This design comes from an exercise in tuning for small area, a short achievable clock period and few clock cycles per item on the open sky130 flow, not from production work.
Function was checked by simulation only, so behaviour that the tests miss may differ from the original.

== run A ==
## subbytes_pipe
module subbytes_pipe #(
    parameter int NUM_BYTES = 16,
    parameter int LANE_W    = 8
) (
    input  logic                   clk_i,
    input  logic                   rst_ni,
    input  logic                   in_valid_i,
    output logic                   in_ready_o,
    input  logic [8*NUM_BYTES-1:0] in_data_i,
    input  logic                   inv_i,
    output logic                   out_valid_o,
    input  logic                   out_ready_i,
    output logic [8*NUM_BYTES-1:0] out_data_o,
    output logic                   busy_o
);
Size in the first run: roughly 3,600 cells after synthesis, roughly 520 flip-flops, ~260 I/O pins, about 38,000 um2 of cells after synthesis.
Settings: LEC_CHECK=0, CAP_MARGIN=5, CORE_MARGIN=2, CORE_UTILIZATION=65, CTS_CLUSTER_DIAMETER=100, CTS_CLUSTER_SIZE=24, PLACE_DENSITY=0.75, SLEW_MARGIN=5, SYNTH_HIERARCHICAL=1, SYNTH_MINIMUM_KEEP_SIZE=0; clock period 13.0 ns.
standard.sh (not shown) runs the stock make flow with config.mk's settings and CLKGATE_MAP_FILE= SYNTH_SCRIPT=/design/flow/synth_recipe.tcl, a recipe that flattens the netlist after the stock synthesis.
==> flow/flow/run.sh <==
#!/bin/bash
export BUFFER_PORTS_ARGS="-buffer_cell sky130_fd_sc_hd__buf_1"
bash standard.sh finish SETUP_SLACK_MARGIN=${MARGIN:-9} > standard.log 2>&1
Testbench counts of run A, summed over its fixed seeds: cycles 6,012, items 6,000.
> inputs changed (run A -> run B)
- a change of CAP_MARGIN from 5 to 20
- a change of SLEW_MARGIN from 5 to 20
Findings:
From run A to run B the numbers moved as follows: non-filler instance count after layout essentially unchanged, core utilization essentially unchanged.
The following lists how run C was set up differently from run B:
==> flow/flow/run.sh <==
#!/bin/bash
export BUFFER_PORTS_ARGS="-buffer_cell sky130_fd_sc_hd__buf_1"
bash standard.sh finish SETUP_SLACK_MARGIN=${MARGIN:-9.2} > standard.log 2>&1
--- outcome ---
Compared with run B, in run C layout buffering overhead excluding clock cells increased 1.4 points, number of nets produced by synthesis essentially unchanged.
Wire length: run C vs run B up 6.1%

subbytes_pipe again, from the RTL that the note above started with.
==> flow/config.mk <==
export PLATFORM = sky130hd
export DESIGN_NAME = subbytes_pipe
export DESIGN_NICKNAME = subbytes_pipe
export VERILOG_FILES = /design/flow/design.v
export SDC_FILE = /design/flow/constraint.sdc
export NUM_CORES = 4
export LEC_CHECK = 0
export CAP_MARGIN = 20
export CORE_MARGIN = 2
export CORE_UTILIZATION = 65
export CTS_CLUSTER_DIAMETER = 100
export CTS_CLUSTER_SIZE = 24
export PLACE_DENSITY = 0.75
export SLEW_MARGIN = 20
export SYNTH_HIERARCHICAL = 1
export SYNTH_MINIMUM_KEEP_SIZE = 0
==> flow/constraint.sdc <==
create_clock -name core_clock -period 13.0 [get_ports {clk_i}]
set_input_delay 2.6000 -clock core_clock [delete_from_list [all_inputs] [get_ports {clk_i}]]
set_output_delay 2.6000 -clock core_clock [all_outputs]
set_load 0.01 [all_outputs]
==> flow/flow/run.sh <==
#!/bin/bash
export BUFFER_PORTS_ARGS="-buffer_cell sky130_fd_sc_hd__buf_1"
bash standard.sh finish SETUP_SLACK_MARGIN=${MARGIN:-8.9} > standard.log 2>&1
The baseline ran to the end with no violations.
Testbench counts at the start, summed over its fixed seeds: cycles 6,012, items 6,000.
Then changed:
==> flow/flow/run.sh (replaced) <==
#!/bin/bash
export BUFFER_PORTS_ARGS="-buffer_cell sky130_fd_sc_hd__buf_2"
bash standard.sh finish SETUP_SLACK_MARGIN=${MARGIN:-9} > standard.log 2>&1
- CORE_UTILIZATION: 65 -> 75
- PLACE_DENSITY: 0.75 -> 0.85
What happened:
- sequential share of layout area went down by 0.44 points
- final cell count went down by 2.2%
- design area went up by 1.2%
- routed wire length went up by 1.3%
- synthesized cell count stays the same
Then changed:
- CORE_UTILIZATION: 75 -> 65
- PLACE_DENSITY: 0.85 -> 0.75
What happened: The new run went through all stages and came out clean; area after synthesis does not change; global-route usage drops by 3.0 points; via count drops by 0.67%; cell area barely changes.
Then changed:
==> flow/flow/run.sh (replaced) <==
#!/bin/bash
export BUFFER_PORTS_ARGS="-buffer_cell sky130_fd_sc_hd__buf_1"
bash standard.sh finish SETUP_SLACK_MARGIN=${MARGIN:-9} > standard.log 2>&1
Outcome:
- global-route usage is about the same
- core utilization fell by 0.35 points
- clock skew fell by 0.013 ns
- non-clock buffer count rose by 12
- setup slack is better by 0.0041 ns
Then changed:
==> flow/flow/run.sh (replaced) <==
#!/bin/bash
export BUFFER_PORTS_ARGS="-buffer_cell sky130_fd_sc_hd__buf_2"
bash standard.sh finish SETUP_SLACK_MARGIN=${MARGIN:-9} > standard.log 2>&1
- GPL_TIMING_DRIVEN: not set -> 0
Outcome:
- The new run went through all stages and came out clean
- setup slack gains 0.010 ns
- worst hold slack loses 0.0044 ns
Then changed:
==> flow/flow/run.sh (replaced) <==
#!/bin/bash
export BUFFER_PORTS_ARGS="-buffer_cell sky130_fd_sc_hd__buf_2"
bash standard.sh finish SETUP_SLACK_MARGIN=${MARGIN:-8.7} > standard.log 2>&1
- GPL_TIMING_DRIVEN: 0 -> not set
What happened: The new run passed the timing, design-rule and antenna checks. Register-to-register slack loses 0.07 ns. Worst setup slack is worse by 0.27 ns. Area after synthesis does not change. Worst hold slack is better by 0.021 ns. Maximum frequency falls by 6.6%. Via count shrinks by 6.7%.

==> re-timing with driven ports <==
Ports are ideal in the flow. The routed layouts listed here were re-timed in OpenROAD. Step 1 (the two cells are an assumption about what drives the block):
set clk [get_ports {clk_i}]
set_driving_cell -lib_cell sky130_fd_sc_hd__clkbuf_16 $clk
set_driving_cell -lib_cell sky130_fd_sc_hd__buf_2 [delete_from_list [all_inputs] $clk]
Step 2 adds t to the input delays and takes it off the output delays; t is the mean of the earliest and latest rising clock arrival at the registers after step 1. Input paths then give back, and output paths get back, about the clock's delay inside the block. Slacks: no drivers / after step 1 / after step 2; pairs: no drivers / after step 1.
| run | shift t [ns] | setup slack, ns | worst hold slack (ns) | clock arrival spread, ns | worst register clock-pin slew, ns |
|---|---|---|---|---|---|
| run A | 0.641 | 9.127 / 9.066 / 8.568 | 0.429 / 0.429 / 0.429 | 0.022 / 0.022 | 0.10 / 0.10 |
| run B | 0.640 | 9.125 / 9.065 / 8.579 | 0.429 / 0.429 / 0.429 | 0.021 / 0.020 | 0.10 / 0.10 |
| run C | 0.647 | 9.170 / 9.109 / 8.694 | 0.462 / 0.462 / 0.462 | 0.019 / 0.019 | 0.10 / 0.10 |
| the first run of note 2 | 0.639 | 9.055 / 9.067 / 8.451 | 0.430 / 0.430 / 0.430 | 0.021 / 0.020 | 0.10 / 0.10 |
| the second run of note 2 | 0.631 | 9.070 / 9.092 / 8.461 | 0.428 / 0.428 / 0.428 | 0.024 / 0.025 | 0.10 / 0.10 |
| the third run of note 2 | 0.654 | 9.121 / 9.062 / 8.496 | 0.435 / 0.435 / 0.435 | 0.032 / 0.032 | 0.10 / 0.10 |
| the fourth run of note 2 | 0.640 | 9.125 / 9.065 / 8.579 | 0.429 / 0.429 / 0.429 | 0.021 / 0.020 | 0.10 / 0.10 |
| the fifth run of note 2 | 0.650 | 9.136 / 9.073 / 8.638 | 0.425 / 0.425 / 0.425 | 0.018 / 0.018 | 0.10 / 0.10 |
| the sixth run of note 2 | 0.653 | 8.863 / 8.883 / 8.230 | 0.446 / 0.446 / 0.446 | 0.032 / 0.032 | 0.10 / 0.10 |
After both steps setup and hold are still met in every run listed. For the sixth run of note 2, which loses most, drivers alone change the setup slack by +0.020 ns; drivers and shift together by -0.633 ns.
